From an optimization exercise on the open Yosys and OpenROAD flow, aimed at small area, a short achievable clock period and few clock cycles per item; shortcuts taken in it are not production practice. Function was checked by simulation only, so behaviour that the tests miss may differ from the original.

**flow/flow/run.sh**
```bash
#!/bin/bash
# Standard ORFS layout (the standard.sh), with these changes:
#  - synthesis is the standard flow's own script, but ABC maps with flow/abc.script (area-oriented);
#  - ports are buffered with the small sky130_fd_sc_hd__buf_1 instead of the default pick;
#  - clock tree synthesis clusters up to 24 sinks per leaf buffer and inserts no dummy loads;
#  - timing repair aims for a slack margin that leaves TARGET_NS (flow/target.txt) of the
#    clock period, so the layout is sized for a shorter period than the constraint asks.
# Each step's full log is in orfs/logs/; the make output is in synth.log and layout.log here.
set -euo pipefail
here=$(pwd)
export FLOW_WORK=$here
export MY_ABC_SCRIPT=$here/flow/abc.script
target=$(cat flow/target.txt)
extra=()
if [[ "$target" != "none" ]]; then
  margin=$(python3 -c "print(round($FLOW_PERIOD_NS - $target, 3))")
  extra+=("SETUP_SLACK_MARGIN=$margin")
fi
bash standard.sh "SYNTH_SCRIPT=$here/flow/my_synth.tcl" synth > "$here/synth.log" 2>&1
bash standard.sh "CTS_ARGS=-sink_clustering_enable -repair_clock_nets -dont_use_dummy_load -sink_clustering_size 24 -sink_clustering_max_diameter 80" "BUFFER_PORTS_ARGS=-buffer_cell sky130_fd_sc_hd__buf_1" "${extra[@]}" finish > "$here/layout.log" 2>&1
```
**flow/flow/abc.script**
```
strash
map -a
```
**flow/flow/my_synth.tcl**
```tcl
# The standard synthesis script (synth_recipe.tcl, in the work folder), with one change:
# every ABC mapping call uses the script named by MY_ABC_SCRIPT instead of ORFS's.
proc abc {args} {
  set i [lsearch -exact $args -script]
  if {$i >= 0} { lset args [expr {$i + 1}] $::env(MY_ABC_SCRIPT) }
  yosys abc {*}$args
}
source $::env(FLOW_WORK)/synth_recipe.tcl
```
**flow/flow/target.txt**
```
5.85
```
**flow/standard.sh**
```bash
#!/bin/bash
# synth_recipe.tcl (not shown) runs the flow's synth.tcl, then flattens the netlist and writes it again
# the make line also repeats each setting of config.mk as NAME=value (left out here)
make -C /OpenROAD-flow-scripts/flow DESIGN_CONFIG=/design/flow/config.mk WORK_HOME=/design/flow/orfs CLKGATE_MAP_FILE= SYNTH_SCRIPT=/design/flow/synth_recipe.tcl "${@:-finish}"
```
**flow/config.mk**
```make
export PLATFORM = sky130hd
export DESIGN_NAME = aes_key_expand
export DESIGN_NICKNAME = aes_key_expand
export VERILOG_FILES = /design/flow/design.v
export SDC_FILE = /design/flow/constraint.sdc
export NUM_CORES = 4
export LEC_CHECK = 0
export CAP_MARGIN = 20
export CORE_MARGIN = 2
export CORE_UTILIZATION = 60
export SLEW_MARGIN = 20
export SYNTH_HIERARCHICAL = 1
export SYNTH_MINIMUM_KEEP_SIZE = 0
```
**flow/constraint.sdc**
```tcl
create_clock -name core_clock -period 22.0 [get_ports {clk}]
set_input_delay 4.4000 -clock core_clock [delete_from_list [all_inputs] [get_ports {clk}]]
set_output_delay 4.4000 -clock core_clock [all_outputs]
set_load 0.01 [all_outputs]
```
**flow/design.v**
```verilog
module aes_key_expand #(
  parameter int KEY_BITS = 256
) (
  input  logic                clk,
  input  logic                rst,
  input  logic                start,
  input  logic [KEY_BITS-1:0] key_in,
  output logic                busy,
  output logic [127:0]        rk_out,
  output logic [3:0]          rk_idx,
  output logic                rk_valid,
  input  logic                rk_ready,
  output logic                done
);
  logic [255:0] st;      
  logic [3:0]   idx;     
  logic         act;     
  logic         vld;     
  logic [31:0]  sw, p0, p1, p2, p3, rc;
  logic [127:0] nw;
  logic [7:0]   rcon;
  logic         adv;
  for (genvar b = 0; b < 4; b++) begin : g_sbox
    aes_ks_sbox u_sbox (.x(st[224+8*b +: 8]), .y(sw[8*b +: 8]));
  end
  aes_ks_mix u_mix (.sw(sw), .rot(!idx[0]), .p({p3, p2, p1, p0}), .nw(nw));
  assign busy     = vld;
  assign rk_valid = vld;
  assign rk_out   = st[127:0];
  assign rk_idx   = idx;
  always_comb begin
    rcon = 8'h01 << idx[3:1];
    rc = idx[0] ? 32'h0 : {24'h0, rcon};
    p0 = st[31:0] ^ rc;
    p1 = p0 ^ st[63:32];
    p2 = p1 ^ st[95:64];
    p3 = p2 ^ st[127:96];
    adv = rk_ready;
  end
  logic sel_ld, sel_sh, sel_hd;
  assign sel_ld = !act;
  assign sel_sh = act && adv;
  assign sel_hd = act && !adv;
  logic [255:0] st_d, st_n;
  assign st_n = {nw, st[255:128]};
  for (genvar j = 0; j < 256; j++) begin : g_sel
    aes_ks_sel u_sel (.ld(sel_ld), .sh(sel_sh), .hd(sel_hd), .k(key_in[j]),
                      .n(st_n[j]), .q(st[j]), .d(st_d[j]));
  end
  always_ff @(posedge clk) begin
    st <= st_d;
  end
  always_ff @(posedge clk or posedge rst) begin
    if (rst) begin
      act <= 1'b0;
      vld <= 1'b0;
      idx <= 4'd0;
      done <= 1'b0;
    end else begin
      done <= 1'b0;
      if (!vld) vld <= start;
      else if (adv && idx == 4'd14) vld <= 1'b0;
      if (!act) begin
        idx <= 4'd0;
        if (start) act <= 1'b1;
      end else if (adv) begin
        idx <= idx + 4'd1;
        if (idx == 4'd14) begin
          act <= 1'b0;
          done <= 1'b1;
        end
      end
    end
  end
endmodule
module aes_ks_sbox (
  input  logic [7:0] x,
  output logic [7:0] y
);
  function automatic logic [7:0] sbox(input logic [7:0] x);
    logic u0, u1, u2, u3, u4, u5, u6, u7;
    logic t1, t2, t3, t4, t5, t6, t7, t8, t9, t10, t11, t12, t13, t14, t15, t16, t17, t18, t19;
    logic t20, t21, t22, t23, t24, t25, t26, t27;
    logic m1, m2, m3, m4, m5, m6, m7, m8, m9, m10, m11, m12, m13, m14, m15, m16, m17, m18, m19;
    logic m20, m21, m22, m23, m24, m25, m26, m27, m28, m29, m30, m31, m32, m33, m34, m35, m36;
    logic m37, m38, m39, m40, m41, m42, m43, m44, m45, m46, m47, m48, m49, m50, m51, m52, m53;
    logic m54, m55, m56, m57, m58, m59, m60, m61, m62, m63;
    logic l0, l1, l2, l3, l4, l5, l6, l7, l8, l9, l10, l11, l12, l13, l14, l15, l16, l17, l18;
    logic l19, l20, l21, l22, l23, l24, l25, l26, l27, l28, l29;
    u0 = x[7]; u1 = x[6]; u2 = x[5]; u3 = x[4]; u4 = x[3]; u5 = x[2]; u6 = x[1]; u7 = x[0];
    t1 = u0 ^ u3;   t2 = u0 ^ u5;   t3 = u0 ^ u6;   t4 = u3 ^ u5;   t5 = u4 ^ u6;
    t6 = t1 ^ t5;   t7 = u1 ^ u2;   t8 = u7 ^ t6;   t9 = u7 ^ t7;   t10 = t6 ^ t7;
    t11 = u1 ^ u5;  t12 = u2 ^ u5;  t13 = t3 ^ t4;  t14 = t6 ^ t11; t15 = t5 ^ t11;
    t16 = t5 ^ t12; t17 = t9 ^ t16; t18 = u3 ^ u7;  t19 = t7 ^ t18; t20 = t1 ^ t19;
    t21 = u6 ^ u7;  t22 = t7 ^ t21; t23 = t2 ^ t22; t24 = t2 ^ t10; t25 = t20 ^ t17;
    t26 = t3 ^ t16; t27 = t1 ^ t12;
    m1 = t13 & t6;  m2 = t23 & t8;  m3 = t14 ^ m1;  m4 = t19 & u7;  m5 = m4 ^ m1;
    m6 = t3 & t16;  m7 = t22 & t9;  m8 = t26 ^ m6;  m9 = t20 & t17; m10 = m9 ^ m6;
    m11 = t1 & t15; m12 = t4 & t27; m13 = m12 ^ m11; m14 = t2 & t10; m15 = m14 ^ m11;
    m16 = m3 ^ m2;  m17 = m5 ^ t24; m18 = m8 ^ m7;  m19 = m10 ^ m15; m20 = m16 ^ m13;
    m21 = m17 ^ m15; m22 = m18 ^ m13; m23 = m19 ^ t25; m24 = m22 ^ m23; m25 = m22 & m20;
    m26 = m21 ^ m25; m27 = m20 ^ m21; m28 = m23 ^ m25; m29 = m28 & m27; m30 = m26 & m24;
    m31 = m20 & m23; m32 = m27 & m31; m33 = m27 ^ m25; m34 = m21 & m22; m35 = m24 & m34;
    m36 = m24 ^ m25; m37 = m21 ^ m29; m38 = m32 ^ m33; m39 = m23 ^ m30; m40 = m35 ^ m36;
    m41 = m38 ^ m40; m42 = m37 ^ m39; m43 = m37 ^ m38; m44 = m39 ^ m40; m45 = m42 ^ m41;
    m46 = m44 & t6;  m47 = m40 & t8;  m48 = m39 & u7;  m49 = m43 & t16; m50 = m38 & t9;
    m51 = m37 & t17; m52 = m42 & t15; m53 = m45 & t27; m54 = m41 & t10; m55 = m44 & t13;
    m56 = m40 & t23; m57 = m39 & t19; m58 = m43 & t3;  m59 = m38 & t22; m60 = m37 & t20;
    m61 = m42 & t1;  m62 = m45 & t4;  m63 = m41 & t2;
    l0 = m61 ^ m62;  l1 = m50 ^ m56;  l2 = m46 ^ m48;  l3 = m47 ^ m55;  l4 = m54 ^ m58;
    l5 = m49 ^ m61;  l6 = m62 ^ l5;   l7 = m46 ^ l3;   l8 = m51 ^ m59;  l9 = m52 ^ m53;
    l10 = m53 ^ l4;  l11 = m60 ^ l2;  l12 = m48 ^ m51; l13 = m50 ^ l0;  l14 = m52 ^ m61;
    l15 = m55 ^ l1;  l16 = m56 ^ l0;  l17 = m57 ^ l1;  l18 = m58 ^ l8;  l19 = m63 ^ l4;
    l20 = l0 ^ l1;   l21 = l1 ^ l7;   l22 = l3 ^ l12;  l23 = l18 ^ l2;  l24 = l15 ^ l9;
    l25 = l6 ^ l10;  l26 = l7 ^ l9;   l27 = l8 ^ l10;  l28 = l11 ^ l14; l29 = l11 ^ l17;
    sbox[7] = l6 ^ l24;
    sbox[6] = ~(l16 ^ l26);
    sbox[5] = ~(l19 ^ l28);
    sbox[4] = l6 ^ l21;
    sbox[3] = l20 ^ l22;
    sbox[2] = l25 ^ l29;
    sbox[1] = ~(l13 ^ l27);
    sbox[0] = ~(l6 ^ l23);
  endfunction
  assign y = sbox(x);
endmodule
module aes_ks_mix (
  input  logic [31:0]  sw,
  input  logic         rot,
  input  logic [127:0] p,
  output logic [127:0] nw
);
  logic [31:0] t;
  assign t = rot ? {sw[7:0], sw[31:8]} : sw;
  assign nw = p ^ {4{t}};
endmodule
module aes_ks_sel (
  input  logic ld, sh, hd, k, n, q,
  output logic d
);
  assign d = (ld & k) | (sh & n) | (hd & q);
endmodule
```
==> impl_metrics.toml, run 1 <==
[run_status]
status = "complete, no violations"

[synthesis]
async_flop_share = 0.02662
yosysWarnings = 8
synth_nets = 2329
yosys.area.top_type = "dfxtp_1"
synthCells = 2059
ys_types = 16
ys_ff_latch = 263
ys_seq_area_frac = 0.3157
synth_top_cells_by_count = "628 x nand2_1, 432 x xor2_1, 256 x a22oi_1, 256 x dfxtp_1, 140 x xnor2_1"
synth_most_common_cell = "nand2_1"
syn_area_um2 = 16790
syn_avg_cell_area_um2 = 8.154
synth_area_leaders = "dfxtp_1 31%, xor2_1 23%, nand2_1 14%, a22oi_1 11%, xnor2_1 7.3%"
synth_edf_count = 0
synth_top_area_frac = 0.3052
ys.flop_type = "dfxtp_1"

[cells_and_area]
finalNetCount = 2622
n_fill_cell = 2561
final_area_um2 = 18480
area_growth_pct = 10.08
final_util = 0.6671
drive_gt1_frac = 0.04298

[hold_path]
worstHoldPathType = "flop to flop"

[cts]
cts_buffers = 15
cts_hold_buf = 0
cts_htree_levels = 1
cts-root-buf = "clkbuf_16"
clockBufferDepth = 3
clk_pin_slew_ns = 0.07
clkSinkCount = 263
clock_latency_ns = 0.49
cts_tree = "yes"

[global_routing]
grt_max_degree = 115
grt-ovfl-total = 0
grt.total_usage = 0.2661
grt_pass1_vias = 13146
grt_pass1_wl_um = 64360
antenna_found_initial = 1

[detailed_routing]
drtIter0Drc = 818
viasPerCell = 5.197
drc = 0
detail_route.wl_per_cell_um = 15.15
drt-total-wl_um = 41370
firstDrtPassIters = 7
antenna_left = 0
via_count = 14189

[critical_path]
critical_path.slowest_cell = "buf_8"
cp_cell_sequence = "buf_2, nor2_4, buf_8, buf_8, nand2_1, nand2_1"
critPathKind = "input port to flop"
critPathLaunchType = "input port"
worst_setup_path_end_kind = "flop"
worstPathArrival_ns = 6.17
crit_path_max_incr_delay_ns = 0.42
worstPathRequired_ns = 22.41
cp_max_fo = 76

[timing]
drv_slew = 0
setup_viol = 0
fin_worst_skew_ns = 0.03003
rsz0062_at_grt = "yes"
worst_slew_pin_slew_ns = 1.113
fin_setup_tns_ns = 0
hold_ws_ns = 0.4414
post-route-min-period_ns = 5.768
fmax_ghz = 0.1734
slew_headroom = 0.2575
finalCritPeriodShare = 0.2622
finalHoldViolCount = 0

[placed_design]
placed_area_um2 = 17870
place_hpwl_um = 30630
place_congestion = 0.9177
numPortBuffers = 394

[floorplan]
dieWidth_um = 171.3
die-area_um2 = 29340
ios = 395
fp.dieH_um = 171.3
rows = 61
coreArea_um2 = 27710
start_util = 0.6060

[job]
max_cap_violations = 0
-- modules after synthesis (local to each module, per instance) --
module	times used	area, um^2	cells inside	flops+latches
aes_ks_mix	1	1481	160	0
aes_ks_sbox	4	1011	147	0
aes_ks_sel	256	15.01	3	0
aes_key_expand	1	7421	543	263
-- area by class of cell --
type | instances | area (um^2) | area share
diodes | 2 | 5.005 | 0.0002708
clock buffers | 15 | 375.4 | 0.02031
inverters | 73 | 294.0 | 0.01591
multi-input cells | 1597 | 10460 | 0.5658
flip-flops and latches | 263 | 5303 | 0.2869
well taps | 378 | 473.0 | 0.02559
repair buffers | 402 | 1575 | 0.08523
-- cell families (layout without fill, tap and decap cells) --
| group | after synthesis | in the layout | share of synthesized area |
|---|---|---|---|
| AOI/OAI and AO/OA | 267 | 267 | 0.1186 |
| and+or+nand+nor | 713 | 716 | 0.1644 |
| buffers and inverters | 202 | 490 | 0.07400 |
| other | 0 | 2 | 0 |
| adders and majority gates | 10 | 10 | 0.007452 |
| xor gates and xnor gates | 572 | 572 | 0.2984 |
| DFF | 263 | 263 | 0.3157 |
| muxes | 32 | 32 | 0.02146 |
-- flip-flops by register name (all words and copies together), names as in the netlist --
register and count:
st 256, act 1, idx 4, vld 1
done 1
-- through the flow --
step / worst slack (ns) / instances
3_5_place_dp: 14.70 / 2710
3_3_place_gp: 14.74 / 2710
5_1_grt: 16.10 / 2728
2_1_floorplan: 8.396 / 2059
6_report: 16.23 / 2730
4_1_cts: 16.14 / 2727
-- what timing repair did --
action,4_1_cts,5_1_grt
pin swaps,1,1
setup buffers,0,0
resized for setup,9,31
cloned,2,1
setup endpoints to repair,250,228
-- critical path, delay by kind of cell --
kind,cells,cell delay (ns)
buf+inv,3,1.04
simple gates,3,0.60
-- worst paths after layout --
path / slack (ns) / to / start / depth (start not counted)
max in group asynchronous: 18.08 / idx[3] / rst / 2
min reg2reg: 0.44 / st[128] / st[128] / 2
min: 0.44 / st[128] / st[128] / 2
max reg2reg: 16.54 / st[229] / st[231] / 22
min in group asynchronous: 3.76 / done / rst / 2
max: 16.23 / st[131] / rk_ready / 6
-- placed cells by master (no fill, tap or decap), types with 2 or more instances in the layout --
cell,instances
nand2_1,628
xor2_1,417
buf_1,393
a22oi_1,256
dfxtp_1,254
xnor2_1,133
clkinv_1,70
nor2_1,41
mux2_2,32
nand4_1,20
xor2_2,15
clkbuf_16,15
ha_1,10
nand3_1,9
or2_2,9
nor2_2,7
xnor2_2,7
dfrtp_1,7
o31ai_1,6
o21ai_0,5
buf_4,3
diode_2,2
nor2_4,2
buf_6,2
buf_8,2
dfxtp_2,2
-- metal layers --
metal  part of all wire  GRT usage  up-vias
met5            0.00031          0        -
met4              0.022    0.06780        2
met3              0.060    0.04855       54
met2               0.48     0.4655      346
met1               0.44     0.3377     6563
li1                   -          -     7224
Testbench counts, summed over its fixed seeds: cycles 3,072, round keys 2,880.
==> run 2, diff against run 1 <==
==> flow/flow/target.txt (replaced) <==
5.55
==> run 2 against run 1 <==
Register-to-register slack improved by 0.28 ns. Routed wire length grew 2.4%. First-iteration DRC count is 3.5% lower. Count of clock-buffer cells in the layout unchanged. Via count rose by 1.2%. Area after synthesis stayed put. Global-route usage is 0.46 points higher. Setup slack improved by 0.27 ns. Die area did not move.
==> impl_metrics.toml, run 2 <==
[global_routing]
grt.total_usage = 0.2707
grt_pass1_wl_um = 65270
use_met1 = 0.3450
gr-max-usage-layer = "met2"
grt-ovfl-total = 0
grt_pass1_vias = 13249
met3_usage = 0.04924
antenna_found_initial = 1
grt_max_degree = 116
grtUsageMet2 = 0.4721

[critical_path]
r2r_cells = 22
worstSetupStartpoint = "st[14]"
crit_buf_inv = 1
r2r_start = "st[249]"
critical_path.slowest_cell = "dfxtp_1"
worstPathArrival_ns = 1.10
crit_end = "rk_out[14]"
cp_max_fo = 4
worstPathRequired_ns = 17.60
critPathKind = "flop to output port"
critPathLaunchType = "flop"
timing.rr.end = "st[244]"
cp.depth = 1
worst_setup_path_end_kind = "output port"
cp_cell_sequence = "buf_1"
crit_path_max_incr_delay_ns = 0.41
crit_family = "flip-flops"
regToRegSetupSlack_ns = 16.82

[timing]
finalHoldViolCount = 0
slew_headroom = 0.2586
fin_ws_ns = 16.50
rsz0062_at_grt = "yes"
finalCritPeriodShare = 0.2498
post-route-min-period_ns = 5.497
fin_worst_skew_ns = 0.02981
fmax_ghz = 0.1819
fin_setup_tns_ns = 0
setup_viol = 0
drv_slew = 0
worst_slew_pin_slew_ns = 1.111

[cts]
cts-root-buf = "clkbuf_16"
clockBufferDepth = 3
cts_buffers = 15
clk_pin_slew_ns = 0.10
cts_tree = "yes"
clkSinkCount = 263
cts_htree_levels = 1
cts_hold_buf = 0
clock_latency_ns = 0.49

[floorplan]
ios = 395
coreArea_um2 = 27710
start_util = 0.6060
fp.dieH_um = 171.3
die-area_um2 = 29340
rows = 61
dieWidth_um = 171.3

[synthesis]
synth_top_area_frac = 0.3052
synthCells = 2059
yosysWarnings = 8
synth_nets = 2329
ys_types = 16
synth_area_leaders = "dfxtp_1 31%, xor2_1 23%, nand2_1 14%, a22oi_1 11%, xnor2_1 7.3%"
syn_area_um2 = 16790
syn_avg_cell_area_um2 = 8.154
synth_most_common_cell = "nand2_1"
ys_seq_area_frac = 0.3157
yosys.area.top_type = "dfxtp_1"
async_flop_share = 0.02662
ys_ff_latch = 263
synth_top_cells_by_count = "628 x nand2_1, 432 x xor2_1, 256 x a22oi_1, 256 x dfxtp_1, 140 x xnor2_1"
ys.flop_type = "dfxtp_1"
synth_edf_count = 0

[detailed_routing]
via_count = 14358
drc = 0
drt-total-wl_um = 42380
detail_route.wl_per_cell_um = 15.43
firstDrtPassIters = 7
drtIter0Drc = 789
viasPerCell = 5.227
antenna_left = 0

[cells_and_area]
drive_gt1_frac = 0.07098
layout_commonest_cell = "nand2_1"
mostFrequentLayoutCells = "628 x nand2_1, 404 x xor2_1, 391 x buf_1"
top_register = "st"
largestRegisters = "st: 256 flops, idx: 4 flops"
n_fill_cell = 2465
area_growth_pct = 13.25
largest_reg_flops = 256
finalNetCount = 2639

[placed_design]
numPortBuffers = 394
place_hpwl_um = 30630
post-place-ws_ns = 14.70
place_congestion = 0.9177

[run_status]
status = "complete, no violations"

[hold_path]
worstHoldPathType = "flop to flop"

[job]
max_cap_violations = 0
[run 2: worst min path at each step]
stage	start	endpoint	slack (ns)	depth (start not counted)
2_1_floorplan	st[128]	st[128]	0.42	2
3_3_place_gp	st[144]	st[144]	0.43	2
3_5_place_dp	st[146]	st[146]	0.43	2
4_1_cts	st[128]	st[128]	0.44	2
5_1_grt	st[223]	st[223]	0.46	2
6_report	st[128]	st[128]	0.44	2
[run 2: cell type report]
class / instances / area (um^2) / share of cell area
antenna: 2 / 5.005 / 0.0002632
clock buffer: 15 / 375.4 / 0.01974
inverter: 73 / 294.0 / 0.01546
multi-input combinational: 1597 / 10770 / 0.5666
sequential: 263 / 5328 / 0.2802
tap: 378 / 473.0 / 0.02487
timing repair buffer: 419 / 1767 / 0.09291
[run 2: through the flow]
stage               utilization  cells  cell area (um^2)  hold WS, ns
floorplan                     -   2059             16800       0.4222
global placement         0.6449   2710             17870       0.4290
global route             0.6861   2745             19010       0.4575
detailed placement       0.6449   2710             17870       0.4323
CTS                      0.6660   2731             18450       0.4438
finish                   0.6863   2747             19010       0.4415
[run 2: logic make-up after synthesis]
family	Yosys count	share of synthesized area
flops	263	0.3157
mux	32	0.02146
xor+xnor	572	0.2984
fa+ha+maj	10	0.007452
compound gates	267	0.1186
buf+inv	202	0.07400
simple gates	713	0.1644
[run 2: Yosys stat by module (local to each module, per instance)]
module | area [um^2] | cells | copies in the design | flip-flops and latches
aes_key_expand | 7421 | 543 | 1 | 263
aes_ks_sel | 15.01 | 3 | 256 | 0
aes_ks_sbox | 1011 | 147 | 4 | 0
aes_ks_mix | 1481 | 160 | 1 | 0
[run 2: what timing repair did]
action,CTS,global route
setup buffers,2,14
hold endpoints to repair,0,0
cloned,4,0
resized for setup,30,81
pin swaps,2,13
endpoints found under the setup margin,258,202
[run 2: routing by layer]
metal	routed length (um)	up-vias
li1	-	7253
met1	18300	6684
met2	20630	361
met3	2524	58
met4	913	2
met5	13	-
==> run 3, diff against run 2 <==
==> flow/flow/abc.script (replaced) <==
strash
dc2
dch -f
map -a
==> flow/flow/target.txt (replaced) <==
5.7
==> run 3 against run 2 <==
Still clean on timing, DRC and antenna. Flip-flop and latch count did not move. First-iteration DRC count rose by 39%. Non-clock buffer count rose by 4. Largest cell class unchanged.
==> impl_metrics.toml, run 3 <==
[cells_and_area]
layout_commonest_cell = "nand2_1"
final_cells = 2884
finalNetCount = 2778
multi_input_area_um2 = 10470
area_growth_pct = 13.07
final_util = 0.6838
seqCellArea_um2 = 5309
final_area_um2 = 18840
largestRegisters = "st: 256 flops, idx: 4 flops"
mostFrequentLayoutCells = "754 x nand2_1, 393 x buf_1, 368 x xor2_1"
n_fill_cell = 2466
drive_gt1_frac = 0.05347
top_register = "st"
largest_reg_flops = 256
n_antenna_cell = 0

[timing]
fin_setup_tns_ns = 0
finalHoldViolCount = 0
worst_slew_pin_slew_ns = 1.381
finalCritPeriodShare = 0.2540
post-route-min-period_ns = 5.588
slew_headroom = 0.07910
rsz0062_at_grt = "yes"
fin_worst_skew_ns = 0.03369
setup_viol = 0
drv_slew = 0
fmax_ghz = 0.1790

[detailed_routing]
drtIter0Drc = 1097
route.met3.wl_um = 2620
via_count = 15129
wl_met2_um = 20490
wl_met1_um = 19450
viasPerCell = 5.246
antenna_left = 0
dr.max_layer_used = "met4"
detail_route.wl_per_cell_um = 15.07
drc = 0
firstDrtPassIters = 6
drt-total-wl_um = 43470

[critical_path]
critPathLaunchType = "input port"
critPathKind = "input port to flop"
worstPathArrival_ns = 6.04
worst_setup_path_end_kind = "flop"
worstPathRequired_ns = 22.45
cp_max_fo = 85

[placed_design]
placed_area_um2 = 17730
numPortBuffers = 394
place_congestion = 0.9347
place_hpwl_um = 31640
dp_cells = 2846

[cts]
clk_pin_slew_ns = 0.10
cts_tree = "yes"
clockBufferDepth = 3
cts_htree_levels = 1
cts-root-buf = "clkbuf_16"
clkSinkCount = 263
clock_latency_ns = 0.51
cts_hold_buf = 0
cts_buffers = 15

[synthesis]
synthSimpleGateAreaFrac = 0.2011
syn_avg_cell_area_um2 = 7.591
syn_area_um2 = 16660
synth_most_common_cell = "nand2_1"
synth_top_family_by_area = "XOR/XNOR gates"
synthAdderAreaFrac = 0.007509
synth_area_leaders = "dfxtp_1 31%, xor2_1 20%, nand2_1 17%, a22oi_1 12%, buf_4 5.8%"
synth.mux.area_fraction = 0
synth_nets = 2465
synthCells = 2195
async_flop_share = 0.02662
synth_top_area_frac = 0.3076
ys_ff_latch = 263
synth_top_cells_by_count = "757 x nand2_1, 388 x xor2_1, 256 x a22oi_1, 256 x dfxtp_1, 129 x buf_4"
ys_seq_area_frac = 0.3181
synth-compound-area-share = 0.1386
ys.flop_type = "dfxtp_1"
yosysWarnings = 8
ys_types = 17
synth_edf_count = 0
synth_xor_area_frac = 0.2502
yosys.area.top_type = "dfxtp_1"

[global_routing]
grt.total_usage = 0.2807
grt_pass1_vias = 13775
grt_max_degree = 102
grt_pass1_wl_um = 67320
grt-ovfl-total = 0
antenna_found_initial = 0

[floorplan]
ios = 395
fp.dieH_um = 170.6
dieWidth_um = 170.6
die-area_um2 = 29120
start_util = 0.6047
rows = 61
coreArea_um2 = 27550

[run_status]
status = "complete, no violations"

[job]
max_cap_violations = 0

[hold_path]
worstHoldPathType = "flop to flop"
==> run 3: changes by cell type in the layout (fill, tap and decap cells not counted), moves of 12 or more <==
| cell | delta |
|---|---|
| dfxtp_1 | +12 |
| clkinv_1 | +43 |
| nand4_1 | -19 |
| xnor2_1 | -44 |
| nand2_1 | +126 |
| dfxtp_2 | -12 |
| nor2_1 | +29 |
| xor2_1 | -36 |
| a21oi_2 | +12 |
| nand3_1 | +22 |
| o21ai_0 | +19 |
| mux2_2 | -31 |
==> run 3: per-layer routing <==
| metal | up-vias | GRT usage |
|---|---|---|
| met5 | - | 0 |
| met4 | 0 | 0.07023 |
| met3 | 51 | 0.04418 |
| met2 | 404 | 0.4695 |
| met1 | 7028 | 0.3786 |
| li1 | 7646 | - |
==> run 3: final timing paths <==
kind	from	to	slack [ns]	depth (start not counted)
setup / recovery	rk_ready	st[120]	16.41	7
hold / removal	st[156]	st[28]	0.42	2
setup reg to reg	st[241]	st[146]	16.66	26
hold reg to reg	st[156]	st[28]	0.42	2
max in group asynchronous	rst	idx[0]	18.07	2
min in group asynchronous	rst	idx[2]	3.75	2
==> run 3: Yosys stat by module, one instance, submodules excluded <==
module	cell area, um^2	flops+latches
aes_key_expand	7398	263
aes_ks_mix	1461	0
aes_ks_sbox	989.7	0
aes_ks_sel	15.01	0
==> run 3: through the flow <==
step	setup slack (ns)	hold slack, ns
after global placement	15.04	0.4248
after detailed placement	14.99	0.4305
after floorplan	9.282	0.4222
after global routing	16.22	0.4432
final	16.41	0.4229
after CTS	16.19	0.4268
==> run 3: cells by family after synthesis <==
family,count (synthesis)
simple gates,871
buf+inv,246
fa+ha+maj,10
flops,263
compound gates,329
xor+xnor,476
==> run 3: timing repair <==
action	4_1_cts	5_1_grt
buffers inserted	3	18
pin swaps	2	17
cloned	2	0
endpoints found under the setup margin	215	165
gates resized for setup	32	82
==> run 3: area by class of cell <==
class / instances / area share
Multi-Input combinational cell: 1688 / 0.5560
Sequential cell: 263 / 0.2818
Timing Repair Buffer: 423 / 0.09351
Tap cell: 378 / 0.02510
Inverter: 117 / 0.02371
Clock buffer: 15 / 0.01992
==> run 3: critical path: stages <==
cell and delay, ns:
buf_2 0.21, clkinv_1 0.24, nor2_4 0.19, clkbuf_8 0.36, buf_16 0.31, nand2_1 0.12
nand2_1 0.09
==> run 4, diff against run 3 <==
==> flow/flow/abc.script (replaced) <==
strash
dc2
dch -f
amap
--- a/flow/config.mk
+++ b/flow/config.mk
@@ -8,5 +8,5 @@
 export CAP_MARGIN = 20
 export CORE_MARGIN = 2
-export CORE_UTILIZATION = 60
+export CORE_UTILIZATION = 50
 export SLEW_MARGIN = 20
 export SYNTH_HIERARCHICAL = 1
==> run 4 against run 3 <==
Worst hold slack gained 0.019 ns. Flip-flop and latch count unchanged. Register-to-register slack lost 0.23 ns. Critical path type is now flop to output port. Largest cell class unchanged. Highest routed layer unchanged.
==> impl_metrics.toml, run 4 <==
[floorplan]
ios = 395
die-area_um2 = 33430
start_util = 0.5067
dieWidth_um = 182.8
fp.dieH_um = 182.8
rows = 65
coreArea_um2 = 31560

[hold_path]
worstHoldPathType = "flop to flop"
whs_endpoint = "st[59]"
min-delay-start = "st[187]"
holdPathStages = 2

[cells_and_area]
largest_reg_flops = 256
finalNetCount = 2914
drive_gt1_frac = 0.1896
n_fill_cell = 2876
largestRegisters = "st: 256 flops, idx: 4 flops"
layout_commonest_cell = "nor2_1"
seqCellArea_um2 = 5379
mostFrequentLayoutCells = "427 x nor2_1, 393 x buf_1, 320 x clkinv_1"
area_growth_pct = 27.84
top_register = "st"
multi_input_area_um2 = 10010
final_cells = 3046

[cts]
clockBufferDepth = 3
clock_latency_ns = 0.54
clk_pin_slew_ns = 0.10
cts-root-buf = "clkbuf_16"
cts_htree_levels = 1
cts_buffers = 17
cts_hold_buf = 0
cts_tree = "yes"
clkSinkCount = 263

[critical_path]
r2r_cells = 37
cp_max_fo = 6
critical_path.slowest_cell = "dfxtp_1"
timing.rr.end = "st[209]"
worstPathRequired_ns = 17.60
crit_family = "flip-flops"
cp_cell_sequence = "buf_1"
worst_setup_path_end_kind = "output port"
critPathLaunchType = "flop"
worstPathArrival_ns = 1.23
regToRegSetupSlack_ns = 16.43
critPathKind = "flop to output port"
r2r_start = "st[253]"
crit_path_max_incr_delay_ns = 0.53
crit_buf_inv = 1

[global_routing]
grt_pass1_vias = 15156
grt_max_degree = 193
antenna_found_initial = 1
grt.total_usage = 0.2669
grt-ovfl-total = 0
grt_pass1_wl_um = 75000

[synthesis]
yosys.area.top_type = "dfxtp_1"
yosysWarnings = 8
synth_top_area_frac = 0.3205
synthCells = 2254
synth_top_cells_by_count = "467 x nor2_1, 414 x clkinv_1, 366 x a21oi_1"
synth_nets = 2524
async_flop_share = 0.02662
ys_types = 21
ys.flop_type = "dfxtp_1"
synth_most_common_cell = "nor2_1"
syn_area_um2 = 15990
synth_edf_count = 0
ys_seq_area_frac = 0.3315
syn_avg_cell_area_um2 = 7.094
synth_area_leaders = "dfxtp_1 32%, a222oi_1 16%, a21oi_1 11%, nor2_1 11%, clkinv_1 9.7%"
ys_ff_latch = 263

[timing]
setup_viol = 0
finalHoldViolCount = 0
fmax_ghz = 0.1776
finalCritPeriodShare = 0.2559
post-route-min-period_ns = 5.630
drv_slew = 0
fin_setup_tns_ns = 0
fin_worst_skew_ns = 0.07170
worst_slew_pin_slew_ns = 0.9154
rsz0062_at_grt = "yes"
hold_ws_ns = 0.4424
slew_headroom = 0.3897

[placed_design]
place_congestion = 0.9573
place_hpwl_um = 33120
dp_cells = 2929
numPortBuffers = 394

[detailed_routing]
detail_route.wl_per_cell_um = 16.52
drtIter0Drc = 1770
antenna_left = 0
via_count = 17639
drc = 0
drt-total-wl_um = 50320
viasPerCell = 5.791
firstDrtPassIters = 10

[run_status]
status = "complete, no violations"

[job]
max_cap_violations = 0
[run 4: changes by cell type after synthesis, sizes merged, moves of 297 or more]
cell,before,now
nand2,757,96
nor2,66,467
xor2,388,16
a21oi,24,366
clkinv,117,414
[run 4: what timing repair did]
| action | CTS | global route |
|---|---|---|
| pin swaps | 40 | 102 |
| cloned | 0 | 1 |
| resized for setup | 227 | 330 |
| setup buffers | 46 | 50 |
| hold endpoints to repair | 0 | 0 |
| setup endpoints to repair | 222 | 231 |
[run 4: how the worst max path moves through the flow]
stage	startpoint	end	slack [ns]	depth (start not counted)
after floorplan	rk_ready	idx[1]	8.72	3
after global placement	st[236]	st[226]	14.98	30
after detailed placement	st[253]	st[250]	14.96	33
after CTS	st[236]	st[194]	16.30	30
after global routing	st[255]	st[209]	16.12	35
final	st[10]	rk_out[10]	16.37	1
[run 4: kinds of logic after synthesis]
family,after synthesis,share of synthesized area
AOI/OAI and AO/OA,839,0.3548
xor gates and xnor gates,16,0.008763
DFF,263,0.3315
adders and majority gates,10,0.007825
and+or+nand+nor,583,0.1394
buffers and inverters,543,0.1577
[run 4: through the flow]
| stage | utilization | setup WS (ns) | instance area (um^2) |
|---|---|---|---|
| 6_report | 0.6478 | 16.37 | 20440 |
| 5_1_grt | 0.6477 | 16.12 | 20440 |
| 3_5_place_dp | 0.5423 | 14.96 | 17110 |
| 3_3_place_gp | 0.5423 | 14.98 | 17110 |
| 4_1_cts | 0.5983 | 16.30 | 18880 |
| 2_1_floorplan | - | 8.722 | 16000 |
[run 4: metal layers]
| metal | GRT usage | wire length [um] | vias to the layer above | share of wire |
|---|---|---|---|---|
| li1 | - | - | 8913 | - |
| met1 | 0.3453 | 20860 | 8064 | 0.41 |
| met2 | 0.4613 | 24600 | 581 | 0.49 |
| met3 | 0.04567 | 3600 | 81 | 0.072 |
| met4 | 0.06976 | 1266 | 0 | 0.025 |
| met5 | 0 | 0 | - | 0 |
[run 4: final cells by class]
| type | instances | area share |
|---|---|---|
| tap | 402 | 0.02461 |
| antenna | 2 | 0.0002448 |
| inverter | 414 | 0.08128 |
| clock buffer | 17 | 0.02081 |
| multi-input combinational | 1448 | 0.4898 |
| timing repair buffer | 500 | 0.1201 |
| sequential | 263 | 0.2631 |
[run 4: Yosys stat by module (local to each module, per instance)]
module / cells / area, um^2 / flip-flops and latches
aes_key_expand: 629 / 7368 / 263
aes_ks_mix: 321 / 1445 / 0
aes_ks_sbox: 198 / 913.4 / 0
aes_ks_sel: 2 / 13.76 / 0
==> run 5, diff against run 4 <==
==> flow/flow/abc.script (replaced) <==
strash
map -a
--- a/flow/config.mk
+++ b/flow/config.mk
@@ -8,5 +8,5 @@
 export CAP_MARGIN = 20
 export CORE_MARGIN = 2
-export CORE_UTILIZATION = 50
+export CORE_UTILIZATION = 70
 export SLEW_MARGIN = 20
 export SYNTH_HIERARCHICAL = 1
==> run 5 against run 4 <==
Still clean on timing, DRC and antenna. Flip-flop and latch count did not move. Via count is 17% lower. Count of clock-buffer cells in the layout shrank 2. Non-clock buffer count fell by 96.
==> impl_metrics.toml, run 5 <==
[run_status]
status = "complete, no violations"

[critical_path]
crit_buf_inv = 1
critPathKind = "flop to output port"
cp_max_fo = 10
cp_cell_sequence = "buf_1"
crit_path_max_incr_delay_ns = 0.53
worstPathArrival_ns = 1.21
critical_path.slowest_cell = "dfrtp_1"
critPathLaunchType = "flop"
worst_setup_path_end_kind = "output port"
crit_family = "flip-flops"
worstPathRequired_ns = 17.60

[cells_and_area]
mostFrequentLayoutCells = "628 x nand2_1, 415 x xor2_1, 393 x buf_1"
finalNetCount = 2621
largestRegisters = "st: 256 flops, idx: 4 flops"
top_register = "st"
area_growth_pct = 10.89
layout_commonest_cell = "nand2_1"
n_antenna_cell = 0
drive_gt1_frac = 0.05023
largest_reg_flops = 256
final_area_um2 = 18620

[synthesis]
async_flop_share = 0.02662
synth_area_leaders = "dfxtp_1 31%, xor2_1 23%, nand2_1 14%, a22oi_1 11%, xnor2_1 7.3%"
syn_area_um2 = 16790
syn_avg_cell_area_um2 = 8.154
synth_top_cells_by_count = "628 x nand2_1, 432 x xor2_1, 256 x a22oi_1, 256 x dfxtp_1, 140 x xnor2_1"
ys_types = 16
synth_nets = 2329
synth_top_area_frac = 0.3052
synth_most_common_cell = "nand2_1"
ys.flop_type = "dfxtp_1"
yosys.area.top_type = "dfxtp_1"
synthCells = 2059
ys_seq_area_frac = 0.3157
yosysWarnings = 8
synth_edf_count = 0
ys_ff_latch = 263

[cts]
cts_tree = "yes"
cts-root-buf = "clkbuf_16"
clkSinkCount = 263
clk_pin_slew_ns = 0.09
cts_hold_buf = 0
cts_htree_levels = 1
clock_latency_ns = 0.49
cts_buffers = 15
clockBufferDepth = 3

[detailed_routing]
drt-total-wl_um = 42270
drc = 0
detail_route.wl_per_cell_um = 15.84
firstDrtPassIters = 8
drtIter0Drc = 1200
antenna_left = 0
via_count = 14693
viasPerCell = 5.507

[global_routing]
antenna_found_initial = 1
grt_pass1_wl_um = 67220
gr-max-usage-layer = "met2"
grtUsageMet2 = 0.5570
grt_pass1_vias = 13990
met3_usage = 0.05695
grt_max_degree = 159
grt-ovfl-total = 0
grt.total_usage = 0.3136
use_met1 = 0.3842

[timing]
fin_worst_skew_ns = 0.02359
post-route-min-period_ns = 5.609
worst_slew_pin_slew_ns = 1.052
finalHoldViolCount = 0
fmax_ghz = 0.1783
drv_slew = 0
slew_headroom = 0.2988
rsz0062_at_grt = "no"
fin_setup_tns_ns = 0
setup_viol = 0
finalCritPeriodShare = 0.2550

[floorplan]
ios = 395
start_util = 0.7132
fp.dieH_um = 158.9
coreArea_um2 = 23540
dieWidth_um = 158.9
die-area_um2 = 25240
rows = 56

[placed_design]
numPortBuffers = 394
place_congestion = 0.9098
placed_area_um2 = 17790
place_hpwl_um = 30700

[job]
max_cap_violations = 0

[hold_path]
worstHoldPathType = "flop to flop"
run 5: Yosys stat by module, one instance, submodules excluded:
module,cells inside,cell area (um^2)
aes_ks_sbox,147,1011
aes_key_expand,543,7421
aes_ks_sel,3,15.01
aes_ks_mix,160,1481
run 5: layout make-up:
class	count	area (um^2)
Fill cell	1755	4923
Inverter	73	294.0
Multi-Input combinational cell	1594	10620
Clock buffer	15	375.4
Tap cell	319	399.1
Timing Repair Buffer	404	1627
Sequential cell	263	5309
run 5: timing repair:
item	4_1_cts	5_1_grt
endpoints found under the setup margin	235	221
endpoints found under the hold margin	0	0
buffers inserted	0	3
gates resized for setup	19	58
pin swaps	0	3
run 5: logic make-up (layout without fill, tap and decap cells):
logic type,Yosys count,in the layout,share of synthesized area
fa+ha+maj,10,10,0.007452
xor+xnor,572,572,0.2984
mux,32,32,0.02146
flops,263,263,0.3157
simple gates,713,713,0.1644
buf+inv,202,492,0.07400
compound gates,267,267,0.1186
run 5: final timing paths:
check / startpoint / to / slack (ns) / cells past startpoint
setup / recovery: idx[1] / rk_idx[1] / 16.39 / 1
hold / removal: st[222] / st[222] / 0.44 / 2
setup reg to reg: st[232] / st[134] / 16.53 / 22
hold reg to reg: st[222] / st[222] / 0.44 / 2
max in group asynchronous: rst / idx[2] / 18.09 / 2
min in group asynchronous: rst / vld / 3.75 / 2
run 5: metrics by stage:
stage | hold WS (ns) | worst slack, ns | std cells | util
global placement | 0.4288 | 15.07 | 2650 | 0.7555
floorplan | 0.4222 | 8.396 | 2059 | -
finish | 0.4429 | 16.39 | 2668 | 0.7909
detailed placement | 0.4324 | 14.99 | 2650 | 0.7555
global route | 0.4642 | 16.16 | 2668 | 0.7909
CTS | 0.4459 | 16.27 | 2665 | 0.7757
run 5: metal layers:
| metal | share of wire | up-vias |
|---|---|---|
| met5 | 0.00026 | - |
| li1 | - | 7217 |
| met1 | 0.41 | 6890 |
| met3 | 0.066 | 90 |
| met4 | 0.031 | 2 |
| met2 | 0.50 | 494 |
==> run 6, diff against run 5 <==
--- a/flow/config.mk
+++ b/flow/config.mk
@@ -8,5 +8,6 @@
 export CAP_MARGIN = 20
 export CORE_MARGIN = 2
-export CORE_UTILIZATION = 70
+export CORE_UTILIZATION = 60
+export GPL_TIMING_DRIVEN = 0
 export SLEW_MARGIN = 20
 export SYNTH_HIERARCHICAL = 1
==> run 6 against run 5 <==
Clock skew up 0.014 ns. Cell count up 7.7%. First-iteration DRC count down 25%. Routed wire length up 0.82%. Design area up 6.8%. Sequential share of layout area down 1.8 points. Synthesized cell count unchanged.
==> impl_metrics.toml, run 6 <==
[run_status]
status = "complete, no violations"

[critical_path]
regToRegSetupSlack_ns = 16.63
r2r_cells = 22
critPathKind = "flop to output port"
timing.rr.end = "st[254]"
critPathLaunchType = "flop"
worst_setup_path_end_kind = "output port"
worstPathArrival_ns = 1.24
cp_max_fo = 4
r2r_start = "st[231]"
worstPathRequired_ns = 17.60

[cells_and_area]
n_antenna_cell = 0
finalNetCount = 2768
mostFrequentLayoutCells = "628 x nand2_1, 416 x xor2_1, 393 x buf_1"
final_area_um2 = 19890
largestRegisters = "st: 256 flops, idx: 4 flops"
n_fill_cell = 2395
area_growth_pct = 18.47
drive_gt1_frac = 0.1030
layout_commonest_cell = "nand2_1"
top_register = "st"
largest_reg_flops = 256
final_cells = 2874
final_util = 0.7179

[hold_path]
whs_endpoint = "st[73]"
min-delay-start = "st[201]"
holdPathStages = 2
worstHoldPathType = "flop to flop"

[placed_design]
place_congestion = 0.9184
place_hpwl_um = 32190
post-place-ws_ns = 15.36
placed_area_um2 = 19170
dp_cells = 2848
numPortBuffers = 394

[synthesis]
syn_avg_cell_area_um2 = 8.154
synth_edf_count = 0
synth_most_common_cell = "nand2_1"
async_flop_share = 0.02662
synth_top_cells_by_count = "628 x nand2_1, 432 x xor2_1, 256 x a22oi_1, 256 x dfxtp_1, 140 x xnor2_1"
yosys.area.top_type = "dfxtp_1"
yosysWarnings = 8
ys_types = 16
synth_nets = 2329
syn_area_um2 = 16790
synthCells = 2059
ys.flop_type = "dfxtp_1"
synth_top_area_frac = 0.3052
ys_seq_area_frac = 0.3157
ys_ff_latch = 263
synth_area_leaders = "dfxtp_1 31%, xor2_1 23%, nand2_1 14%, a22oi_1 11%, xnor2_1 7.3%"

[detailed_routing]
drt-total-wl_um = 42620
antenna_left = 0
detail_route.wl_per_cell_um = 14.83
firstDrtPassIters = 6
viasPerCell = 5.134
drc = 0
via_count = 14754
drtIter0Drc = 903

[global_routing]
grt_pass1_vias = 13570
grt.total_usage = 0.2730
gr-max-usage-layer = "met2"
grt-ovfl-total = 0
use_met1 = 0.3421
antenna_found_initial = 0
grtUsageMet2 = 0.4909
grt_max_degree = 135
met3_usage = 0.04625
grt_pass1_wl_um = 66050

[timing]
finalCritPeriodShare = 0.2565
drv_slew = 0
post-route-min-period_ns = 5.643
slew_headroom = 0.5320
rsz0062_at_grt = "yes"
worst_slew_pin_slew_ns = 0.7021
fin_worst_skew_ns = 0.03786
finalHoldViolCount = 0
fin_ws_ns = 16.36
fin_setup_tns_ns = 0
setup_viol = 0
fmax_ghz = 0.1772

[cts]
cts_tree = "yes"
cts_hold_buf = 0
clk_pin_slew_ns = 0.10
clockBufferDepth = 3
cts_htree_levels = 1
cts_buffers = 16
cts-root-buf = "clkbuf_16"
clock_latency_ns = 0.51
clkSinkCount = 263

[floorplan]
ios = 395
coreArea_um2 = 27710
rows = 61
die-area_um2 = 29340
dieWidth_um = 171.3
start_util = 0.6060
fp.dieH_um = 171.3

[job]
max_cap_violations = 0
run 6: cell count changes in the layout (fill, tap and decap cells not counted), sizes merged:
cell / previous run / this run
inv: 2 / 0
buf: 402 / 548
nor2: 47 / 49
clkbuf: 17 / 16
clkinv: 71 / 73
run 6: repair_timing:
item / in CTS / in global routing
cloned: 2 / 0
endpoints found under the setup margin: 116 / 129
buffers inserted: 1 / 7
resized for setup: 4 / 37
pin swaps: 2 / 4
run 6: worst max path at each step:
stage / depth (start not counted) / startpoint / endpoint / slack [ns]
final: 2 / st[25] / rk_out[25] / 16.36
after floorplan: 3 / rk_ready / idx[0] / 8.40
after global routing: 22 / st[231] / st[190] / 16.22
after CTS: 22 / st[231] / st[157] / 16.31
after detailed placement: 9 / rk_ready / st[110] / 15.36
after global placement: 4 / act / idx[2] / 2.57
run 6: Yosys stat by module, one instance, submodules excluded:
module / cells / flip-flops and latches / cell area (um^2) / times used
aes_key_expand: 543 / 263 / 7421 / 1
aes_ks_mix: 160 / 0 / 1481 / 1
aes_ks_sbox: 147 / 0 / 1011 / 4
aes_ks_sel: 3 / 0 / 15.01 / 256
run 6: cell families after synthesis:
| logic type | share of synthesized area |
|---|---|
| muxes | 0.02146 |
| AOI/OAI and AO/OA | 0.1186 |
| DFF | 0.3157 |
| and+or+nand+nor | 0.1644 |
| adders and majority gates | 0.007452 |
| xor gates and xnor gates | 0.2984 |
| buffers and inverters | 0.07400 |
run 6: layer usage:
layer	vias up	wire length, um
met2	369	21210
met5	-	0
li1	7512	-
met3	49	2458
met1	6824	18190
met4	0	753
run 6: worst max-delay path, stage by stage (launching register included):
cell	delay (ns)
dfxtp_1	0.42
buf_4	0.13
buf_1	0.18
run 6: cell type report:
| class | instances | area, um^2 | share of cell area |
|---|---|---|---|
| sequential | 263 | 5304 | 0.2667 |
| multi-input combinational | 1596 | 10520 | 0.5288 |
| inverter | 73 | 300.3 | 0.01510 |
| timing repair buffer | 419 | 1926 | 0.09681 |
| tap | 378 | 473.0 | 0.02378 |
| clock buffer | 16 | 400.4 | 0.02013 |
| buffer | 129 | 968.4 | 0.04869 |
run 6: per-stage QoR:
| step | hold WS, ns |
|---|---|
| floorplan | 0.4222 |
| global placement | 0.4288 |
| detailed placement | 0.4324 |
| CTS | 0.4379 |
| global route | 0.4573 |
| finish | 0.4368 |
==> run 7, diff against run 6 <==
--- a/flow/config.mk
+++ b/flow/config.mk
@@ -6,9 +6,8 @@
 export NUM_CORES = 4
 export LEC_CHECK = 0
-export CAP_MARGIN = 20
+export CAP_MARGIN = 0
 export CORE_MARGIN = 2
 export CORE_UTILIZATION = 60
-export GPL_TIMING_DRIVEN = 0
-export SLEW_MARGIN = 20
+export SLEW_MARGIN = 0
 export SYNTH_HIERARCHICAL = 1
 export SYNTH_MINIMUM_KEEP_SIZE = 0
==> run 7 against run 6 <==
Worst hold slack better by 0.0065 ns. Critical path depth decreased by 1. Count of clock-buffer cells in the layout is 1 lower. Global-route usage shrank 0.62 points. Area after synthesis unchanged. Via count fell by 3.3%. First-iteration DRC count is 13% lower. Die area is the same. Setup slack improved by 0.032 ns. Synthesized cell count is the same. Sequential share of layout area grew 1.8 points. Critical path type unchanged.
==> impl_metrics.toml, run 7 <==
[synthesis]
synth_edf_count = 0
async_flop_share = 0.02662
synth_most_common_cell = "nand2_1"
synthCells = 2059
syn_avg_cell_area_um2 = 8.154
yosys.area.top_type = "dfxtp_1"
syn_area_um2 = 16790
ys_ff_latch = 263
synth_top_cells_by_count = "628 x nand2_1, 432 x xor2_1, 256 x a22oi_1, 256 x dfxtp_1, 140 x xnor2_1"
ys.flop_type = "dfxtp_1"
synth_area_leaders = "dfxtp_1 31%, xor2_1 23%, nand2_1 14%, a22oi_1 11%, xnor2_1 7.3%"
synth_nets = 2329
yosysWarnings = 8
synth_top_area_frac = 0.3052
ys_seq_area_frac = 0.3157
ys_types = 16

[timing]
finalHoldViolCount = 0
drv_slew = 0
setup_viol = 0
fin_worst_skew_ns = 0.03121
rsz0062_at_grt = "yes"
post-route-min-period_ns = 5.611
worst_slew_pin_slew_ns = 1.108
fmax_ghz = 0.1782
finalCritPeriodShare = 0.2551
fin_setup_tns_ns = 0
slew_headroom = 0.2606

[cells_and_area]
area_growth_pct = 11.03
finalNetCount = 2623
mostFrequentLayoutCells = "628 x nand2_1, 415 x xor2_1, 393 x buf_1"
drive_gt1_frac = 0.04849
largest_reg_flops = 256
layout_commonest_cell = "nand2_1"
top_register = "st"
largestRegisters = "st: 256 flops, idx: 4 flops"
n_fill_cell = 2537

[global_routing]
antenna_found_initial = 1
grt.total_usage = 0.2668
grt_pass1_wl_um = 64490
grt-ovfl-total = 0
grt_pass1_vias = 13144
grt_max_degree = 116

[cts]
clockBufferDepth = 3
clock_latency_ns = 0.49
cts_hold_buf = 0
clkSinkCount = 263
cts_tree = "yes"
cts-root-buf = "clkbuf_16"
cts_buffers = 15
clk_pin_slew_ns = 0.09
cts_htree_levels = 1

[floorplan]
fp.dieH_um = 171.3
dieWidth_um = 171.3
die-area_um2 = 29340
start_util = 0.6060
ios = 395
rows = 61
coreArea_um2 = 27710

[placed_design]
numPortBuffers = 394
place_congestion = 0.9177
place_hpwl_um = 30630

[detailed_routing]
viasPerCell = 5.223
antenna_left = 0
firstDrtPassIters = 5
drt-total-wl_um = 41830
detail_route.wl_per_cell_um = 15.32
drc = 0
via_count = 14265
drtIter0Drc = 783

[critical_path]
worstPathRequired_ns = 17.60
critPathLaunchType = "flop"
crit_buf_inv = 1
worst_setup_path_end_kind = "output port"
regToRegSetupSlack_ns = 16.66
cp_cell_sequence = "buf_1"
cp_max_fo = 10
critical_path.slowest_cell = "dfrtp_1"
critPathKind = "flop to output port"
crit_path_max_incr_delay_ns = 0.54
crit_family = "flip-flops"
worstPathArrival_ns = 1.21

[job]
max_cap_violations = 0

[hold_path]
worstHoldPathType = "flop to flop"

[run_status]
status = "complete, no violations"
## run 7: cell counts after synthesis
No cell type changed its count.
## run 7: area by class of cell
type,count,area [um^2],area share
timing repair buffer,403,1625,0.08719
antenna,2,5.005,0.0002685
inverter,73,294.0,0.01577
tap,378,473.0,0.02537
sequential,263,5308,0.2847
multi-input combinational,1597,10560,0.5666
clock buffer,15,375.4,0.02014
## run 7: worst reg2reg max path: cells and delay by family, from the launching register on
family / cells / cell delay [ns]
compound gates: 2 / 0.26
xor+xnor: 13 / 3.08
fa+ha+maj: 1 / 0.22
flops: 1 / 0.48
mux: 1 / 0.38
simple gates: 5 / 0.79
## run 7: Yosys stat by module, one instance, submodules excluded
module / times used / area [um^2]
aes_ks_sel: 256 / 15.01
aes_ks_mix: 1 / 1481
aes_key_expand: 1 / 7421
aes_ks_sbox: 4 / 1011
## run 7: cell families (layout without fill, tap and decap cells)
logic type               Yosys count  after routing  share of synthesized area
buffers and inverters            202            491                    0.07400
other                              0              2                          0
multiplexers                      32             32                    0.02146
flip-flops                       263            263                     0.3157
XOR/XNOR                         572            572                     0.2984
adder cells (fa/ha/maj)           10             10                   0.007452
AND/OR/NAND/NOR                  713            716                     0.1644
AO/OA/AOI/OAI                    267            267                     0.1186
## run 7: routing by layer
layer | wire length (um) | track usage
met3 | 2587 | 0.04878
met4 | 934 | 0.06817
met2 | 19920 | 0.4651
met1 | 18370 | 0.3398
met5 | 13 | 0
## run 7: metrics by stage
stage / hold slack, ns / area (um^2) / worst slack, ns / utilization / cells
after detailed placement: 0.4323 / 17870 / 14.70 / 0.6449 / 2710
after global routing: 0.4575 / 18640 / 16.19 / 0.6727 / 2729
final: 0.4433 / 18640 / 16.39 / 0.6729 / 2731
after CTS: 0.4438 / 18340 / 16.30 / 0.6621 / 2728
after floorplan: 0.4222 / 16800 / 8.396 / - / 2059
after global placement: 0.4290 / 17870 / 14.74 / 0.6449 / 2710
## run 7: final timing paths
kind | startpoint | to | cells past startpoint
max reg2reg | st[231] | st[190] | 22
min | st[161] | st[161] | 2
max | idx[1] | rk_idx[1] | 1
min in group asynchronous | rst | done | 2
min reg2reg | st[161] | st[161] | 2
max in group asynchronous | rst | idx[3] | 2
## run 7: what timing repair did
item,in CTS,in global routing
setup endpoints to repair,250,221
gates resized for setup,16,48
pin swaps,2,0
cloned,3,1
buffers inserted,0,0
==> run 8, diff against run 7 <==
==> flow/flow/target.txt (replaced) <==
5.4
--- a/flow/config.mk
+++ b/flow/config.mk
@@ -6,8 +6,8 @@
 export NUM_CORES = 4
 export LEC_CHECK = 0
-export CAP_MARGIN = 0
+export CAP_MARGIN = 20
 export CORE_MARGIN = 2
 export CORE_UTILIZATION = 60
-export SLEW_MARGIN = 0
+export SLEW_MARGIN = 20
 export SYNTH_HIERARCHICAL = 1
 export SYNTH_MINIMUM_KEEP_SIZE = 0
==> run 8 against run 7 <==
Setup slack improved by 0.18 ns. Highest routed layer unchanged. Synthesized cell count is the same. Design area increased by 11%. Area after synthesis is the same. Critical endpoint is now rk_idx[3]. Critical path depth did not move. Still clean.
==> impl_metrics.toml, run 8 <==
[detailed_routing]
drt-total-wl_um = 44400
viasPerCell = 5.249
dr.max_layer_used = "met5"
via_count = 14885
drc = 0
wl_met1_um = 18800
drtIter0Drc = 838
wl_met2_um = 22010
detail_route.wl_per_cell_um = 15.66
antenna_left = 0
route.met3.wl_um = 2610
firstDrtPassIters = 5

[cells_and_area]
n_fill_cell = 2233
layout_commonest_cell = "nand2_1"
multi_input_area_um2 = 11080
finalNetCount = 2728
drive_gt1_frac = 0.2292
top_register = "st"
largest_reg_flops = 256
largestRegisters = "st: 256 flops, idx: 4 flops"
seqCellArea_um2 = 5514
final_area_um2 = 20630
mostFrequentLayoutCells = "628 x nand2_1, 385 x xor2_1, 258 x buf_1"
area_growth_pct = 22.87

[hold_path]
worstHoldPathType = "flop to flop"

[synthesis]
async_flop_share = 0.02662
syn_avg_cell_area_um2 = 8.154
synth_nets = 2329
synth_top_area_frac = 0.3052
syn_area_um2 = 16790
synthCells = 2059
ys.flop_type = "dfxtp_1"
synth_edf_count = 0
yosys.area.top_type = "dfxtp_1"
ys_ff_latch = 263
ys_types = 16
yosysWarnings = 8
synth_most_common_cell = "nand2_1"
ys_seq_area_frac = 0.3157
synth_top_cells_by_count = "628 x nand2_1, 432 x xor2_1, 256 x a22oi_1, 256 x dfxtp_1, 140 x xnor2_1"
synth_area_leaders = "dfxtp_1 31%, xor2_1 23%, nand2_1 14%, a22oi_1 11%, xnor2_1 7.3%"

[critical_path]
worstPathRequired_ns = 17.60
r2r_cells = 23
critPathLaunchType = "flop"
worst_setup_path_end_kind = "output port"
crit_family = "flip-flops"
critical_path.slowest_cell = "dfrtp_2"
worstSetupStartpoint = "idx[3]"
critPathKind = "flop to output port"
cp_max_fo = 2
crit_end = "rk_idx[3]"
worstPathArrival_ns = 1.03
crit_path_max_incr_delay_ns = 0.42
regToRegSetupSlack_ns = 16.87
timing.rr.end = "st[229]"
cp_cell_sequence = "buf_6"
cp.depth = 1
r2r_start = "st[231]"
crit_buf_inv = 1

[cts]
cts_htree_levels = 1
cts_tree = "yes"
cts_buffers = 15
clk_pin_slew_ns = 0.09
clkSinkCount = 263
clock_latency_ns = 0.49
clockBufferDepth = 3
cts_hold_buf = 0
cts-root-buf = "clkbuf_16"

[global_routing]
grt_pass1_vias = 13633
antenna_found_initial = 1
grt.total_usage = 0.2759
grt_max_degree = 116
grt-ovfl-total = 0
grt_pass1_wl_um = 66560

[floorplan]
coreArea_um2 = 27710
dieWidth_um = 171.3
die-area_um2 = 29340
start_util = 0.6060
fp.dieH_um = 171.3
rows = 61
ios = 395

[timing]
finalHoldViolCount = 0
worst_slew_pin_slew_ns = 1.068
drv_slew = 0
setup_viol = 0
fin_worst_skew_ns = 0.02906
fin_setup_tns_ns = 0
slew_headroom = 0.2873
post-route-min-period_ns = 5.428
finalCritPeriodShare = 0.2467
fmax_ghz = 0.1842
rsz0062_at_grt = "yes"

[job]
max_cap_violations = 0

[placed_design]
place_hpwl_um = 30630
place_congestion = 0.9177
placed_area_um2 = 17870
numPortBuffers = 394

[run_status]
status = "complete, no violations"
==> run 8: repair_timing <==
action	CTS	global route
resized for setup	301	186
gates cloned	4	0
buffers inserted	38	67
endpoints found under the setup margin	387	241
pin swaps	2	25
==> run 8: Yosys stat by module (local to each module, per instance) <==
| module | flip-flops and latches | times used | area, um^2 | cells |
|---|---|---|---|---|
| aes_ks_sel | 0 | 256 | 15.01 | 3 |
| aes_ks_sbox | 0 | 4 | 1011 | 147 |
| aes_key_expand | 263 | 1 | 7421 | 543 |
| aes_ks_mix | 0 | 1 | 1481 | 160 |
==> run 8: cell type report <==
type	count	share of cell area
flip-flops and latches	263	0.2673
well taps	378	0.02293
repair buffers	508	0.1399
clock buffers	15	0.01820
multi-input cells	1597	0.5372
diodes	2	0.0002426
inverters	73	0.01425
==> run 8: metrics by stage <==
stage | util | worst slack (ns) | std cells | hold slack [ns]
after global routing | 0.7444 | 16.48 | 2834 | 0.4575
after floorplan | - | 8.396 | 2059 | 0.4222
after detailed placement | 0.6449 | 14.70 | 2710 | 0.4323
final | 0.7446 | 16.57 | 2836 | 0.4411
after CTS | 0.6908 | 16.56 | 2767 | 0.4438
after global placement | 0.6449 | 14.74 | 2710 | 0.4290
==> run 8: worst min-delay path by stage <==
stage	to	cells after the start	from	slack (ns)
floorplan	st[128]	2	st[128]	0.42
global placement	st[144]	2	st[144]	0.43
detailed placement	st[146]	2	st[146]	0.43
CTS	st[128]	2	st[128]	0.44
global route	st[223]	2	st[223]	0.46
finish	st[161]	2	st[161]	0.44
==> run 8: layer usage <==
metal	track usage	vias to the layer above
met2	0.4863	417
li1	-	7403
met5	0	-
met4	0.07332	2
met1	0.3464	6995
met3	0.05016	68
==> run 8: kinds of logic after synthesis <==
| logic type | Yosys count | synth area share |
|---|---|---|
| and+or+nand+nor | 713 | 0.1644 |
| DFF | 263 | 0.3157 |
| AOI/OAI and AO/OA | 267 | 0.1186 |
| adders and majority gates | 10 | 0.007452 |
| buffers and inverters | 202 | 0.07400 |
| xor gates and xnor gates | 572 | 0.2984 |
| muxes | 32 | 0.02146 |

what the ideal ports hide:
Ports are ideal in the flow. The routed layouts listed here were re-timed in OpenROAD. Step 1 assumes that a clkbuf_16 drives the clock port and a buf_2 every other input. Step 2 moves the port delays by t, midway between the first and last clock arrival at a register: inputs arrive t later, outputs are due t later. That takes back most of the time a late clock gives input paths. Three values: ideal ports, drivers, drivers and shift; two values: the first two.
run | t (ns) | setup WS [ns] | hold slack, ns | worst setup path at the end
run 1 | 0.528 | 16.232 / 16.264 / 15.737 | 0.441 / 0.441 / 0.441 | input to register
run 2 | 0.528 | 16.503 / 16.449 / 16.074 | 0.441 / 0.441 / 0.441 | input to register
run 3 | 0.545 | 16.412 / 16.389 / 15.895 | 0.423 / 0.423 / 0.423 | input to register
run 4 | 0.557 | 16.370 / 16.315 / 15.939 | 0.442 / 0.442 / 0.442 | input to register
run 5 | 0.536 | 16.391 / 16.336 / 15.960 | 0.443 / 0.443 / 0.443 | input to register
run 6 | 0.545 | 16.357 / 16.302 / 15.887 | 0.437 / 0.437 / 0.437 | input to register
run 7 | 0.528 | 16.389 / 16.334 / 15.930 | 0.443 / 0.443 / 0.443 | input to register
run 8 | 0.528 | 16.572 / 16.517 / 16.169 | 0.441 / 0.441 / 0.441 | input to register
After both steps every run listed still meets setup and hold. For run 3, which loses most, drivers alone change the setup slack by -0.023 ns; drivers and shift together by -0.517 ns.
